Source: an optimization exercise on an open RTL-to-GDS flow (aim: small area and a short achievable clock period). Production flows keep margins and buffers that such runs may drop. Only simulation tests tie the RTL to the original design; equivalence was not proved. The clock port is modelled as an ideal driver; clocking choices that lean on that would not hold on a real chip. Power figures rest on the tool's default switching activity, not on a simulated workload.

Setup of v27:
// regfile_mp
module regfile_mp #(
    parameter int XLEN  = pcpu::REG_XLEN,
    parameter int NREGS = pcpu::REG_NUM,
    parameter int NRD   = 2,
    parameter int NWR   = 2,
    parameter int AW    = $clog2(NREGS)
) (
    input  logic                   clk,
    input  logic                   rst_n,
    input  logic [NRD-1:0][AW-1:0] rd_addr,
    output logic [NRD-1:0][XLEN-1:0] rd_data,
    output logic [NRD-1:0]         rd_busy,
    input  logic [NWR-1:0]         wr_en,
    input  logic [NWR-1:0][AW-1:0] wr_addr,
    input  logic [NWR-1:0][XLEN-1:0] wr_data,
    input  logic                   sb_set,
    input  logic [AW-1:0]          sb_addr,
    output logic [NREGS-1:0]       sb_busy
);
    localparam int NR = NREGS - 1;    
    logic [NREGS-1:0]         w_sb_busy;
    logic [NRD-1:0][XLEN-1:0] r_rd_data;
    logic [NRD-1:0]           r_rd_busy;
    logic [XLEN-1:0] w_wd0n;
    assign w_wd0n = ~(wr_data[0] & {XLEN{rst_n}});
    logic [NR*XLEN-1:0] w_q;      
    logic [NREGS-1:1]   w_sb_set, w_sb_keep;
    for (genvar k = 0; k < NR; k++) begin : g_reg
        logic w1, w0, s1, s0;
        assign w1 = wr_en[1] && wr_addr[1] == AW'(k+1);
        assign w0 = wr_en[0] && wr_addr[0] == AW'(k+1);
  ...
Settings: LEC_CHECK=0, CAP_MARGIN=20, CORE_MARGIN=2, CORE_UTILIZATION=40, SETUP_SLACK_MARGIN=1.6, SLEW_MARGIN=20, SYNTH_HIERARCHICAL=1, TNS_END_PERCENT=5; clock period 10.0 ns.
standard.sh (not shown) runs the stock make flow with config.mk's settings and CLKGATE_MAP_FILE= SYNTH_SCRIPT=/design/flow/synth_recipe.tcl, a recipe that flattens the netlist after the stock synthesis.
==> flow/flow/run.sh <==
#!/bin/bash
# Standard ORFS layout (the standard.sh, standard synthesis unchanged) with:
#  - port buffers from the plain buf family (sizable by repair) instead of the
#    default delay-buffer cell;
#  - before CTS (flow/pre_cts.tcl), stronger drive on the falling-edge read
#    registers and the output buffers they feed;
#  - after floorplan (flow/post_floorplan.tcl), the _1 size for the gates that
#    only drive a storage flip-flop;
#  - clock tree from clkbuf_8 cells in small sink clusters, without dummy loads.
# ORFS writes each step's full log under orfs/logs/; make's own output goes to flow.log.
set -euo pipefail
here=$(pwd)
bash standard.sh \
  "BUFFER_PORTS_ARGS=-buffer_cell sky130_fd_sc_hd__buf_2" \
  "POST_FLOORPLAN_TCL=$here/flow/post_floorplan.tcl" \
  "PRE_CTS_TCL=$here/flow/pre_cts.tcl" \
  "CTS_ARGS=-sink_clustering_enable -repair_clock_nets -dont_use_dummy_load -buf_list sky130_fd_sc_hd__clkbuf_8 -sink_clustering_size 14 -sink_clustering_max_diameter 60" \
  finish > flow.log 2>&1
==> flow/flow/post_floorplan.tcl <==
# Synthesis maps the storage bits' AOI21 gates to the _2 drive strength; each only
# drives its own flip-flop's D pin, so use the _1 size there.
set n 0
foreach inst [get_cells -filter "ref_name==sky130_fd_sc_hd__a21oi_2"] {
  set out [get_pins -of_objects $inst -filter "direction==output"]
  set loads [get_pins -of_objects [get_nets -of_objects $out] -filter "direction==input"]
  if {[llength $loads] == 1 && [string match "*__dfxtp_*" [get_property [get_cells -of_objects $loads] ref_name]]} {
    replace_cell $inst sky130_fd_sc_hd__a21oi_1
    incr n
  }
}
puts "post_floorplan: resized $n flip-flop input gates to a21oi_1"
==> flow/flow/pre_cts.tcl <==
# Output paths run from the falling-edge read registers through the output port
# buffers to rd_data / rd_busy: give those registers and buffers a stronger drive.
set n_ff 0
set n_buf 0
foreach port [get_ports {rd_data[*] rd_busy[*]}] {
  foreach pin [get_pins -of_objects [get_nets [get_full_name $port]] -filter "direction==output"] {
    set buf [get_cells -of_objects $pin]
    if {[string match "*__buf_*" [get_property $buf ref_name]]} {
      replace_cell $buf sky130_fd_sc_hd__buf_4
      incr n_buf
    }
    foreach in [get_pins -of_objects $buf -filter "direction==input"] {
      foreach dpin [get_pins -of_objects [get_nets -of_objects $in] -filter "direction==output"] {
        set ff [get_cells -of_objects $dpin]
        if {[string match "*__dfxtp_*" [get_property $ff ref_name]]} {
          replace_cell $ff sky130_fd_sc_hd__dfxtp_4
          incr n_ff
        }
      }
    }
  }
}
puts "pre_cts: resized $n_buf output buffers and $n_ff output registers"
v27 | stages: all done | timing, DRC, antenna: all pass
diff inputs: v27 => v23
diff --git a/flow/flow/run.sh b/flow/flow/run.sh
--- a/flow/flow/run.sh
+++ b/flow/flow/run.sh
@@ -6 +6,2 @@
-#    registers and the output buffers they feed;
+#    registers and the output buffers they feed, and a timing repair of the
+#    read paths' shared logic (decode, select and bypass fanout);
diff --git a/flow/flow/post_floorplan.tcl b/flow/flow/post_floorplan.tcl
--- a/flow/flow/post_floorplan.tcl
+++ b/flow/flow/post_floorplan.tcl
@@ -12,0 +13,7 @@
+# Likewise the bypass AOI22 gates of the read bits (each drives one gate).
+set n 0
+foreach inst [get_cells -filter "ref_name==sky130_fd_sc_hd__a22oi_2"] {
+  replace_cell $inst sky130_fd_sc_hd__a22oi_1
+  incr n
+}
+puts "post_floorplan: resized $n gates to a22oi_1"
diff --git a/flow/flow/pre_cts.tcl b/flow/flow/pre_cts.tcl
--- a/flow/flow/pre_cts.tcl
+++ b/flow/flow/pre_cts.tcl
@@ -16 +16 @@
-          replace_cell $ff sky130_fd_sc_hd__dfxtp_4
+          replace_cell $ff sky130_fd_sc_hd__dfxtp_2
@@ -23,0 +24,25 @@
+# Read paths: the shared logic (input buffers, address decode, select and bypass
+# fanout) sets their delay; let repair work on it, holding as they are the gates
+# that drive a single load and are fed only by low-fanout nets (the inner part
+# of the per-bit read trees, and the registers).
+estimate_parasitics -placement
+set held {}
+foreach inst [get_cells *] {
+  set outs [get_pins -of_objects $inst -filter "direction==output"]
+  if {[llength $outs] != 1} continue
+  set loads [get_pins -quiet -of_objects [get_nets -of_objects $outs] -filter "direction==input"]
+  if {[llength $loads] > 1} continue
+  set fed_wide 0
+  foreach in [get_pins -of_objects $inst -filter "direction==input"] {
+    set net [get_nets -quiet -of_objects $in]
+    if {$net eq ""} continue
+    if {[llength [get_pins -quiet -of_objects $net -filter "direction==input"]] > 2} { set fed_wide 1; break }
+  }
+  if {!$fed_wide} { lappend held $inst }
+}
+puts "pre_cts: holding [llength $held] cells"
+set_dont_touch $held
+report_worst_slack -max
+repair_timing -setup -setup_margin 1.0 -repair_tns 100 -skip_last_gasp
+report_worst_slack -max
+unset_dont_touch $held
## What came out
- The standard cells in v23 occupy less silicon area than those in v27 do.
- Final net count: v27 vs v23, no meaningful difference
- Detailed router's first-iteration violation count, v23 and v27: lower on v23
- Taking v27 as the reference point, the area added between synthesis and finish of v23 falls by 1.1 points.
- [compare] base=v27 new=v23: clock share of power closely matched the old numbers; overall power closely matched the old numbers.
- v23: sequential cell area is 0.75% lower than what v27 reported.
- Clock buffer count in the final layout | v23 below v27
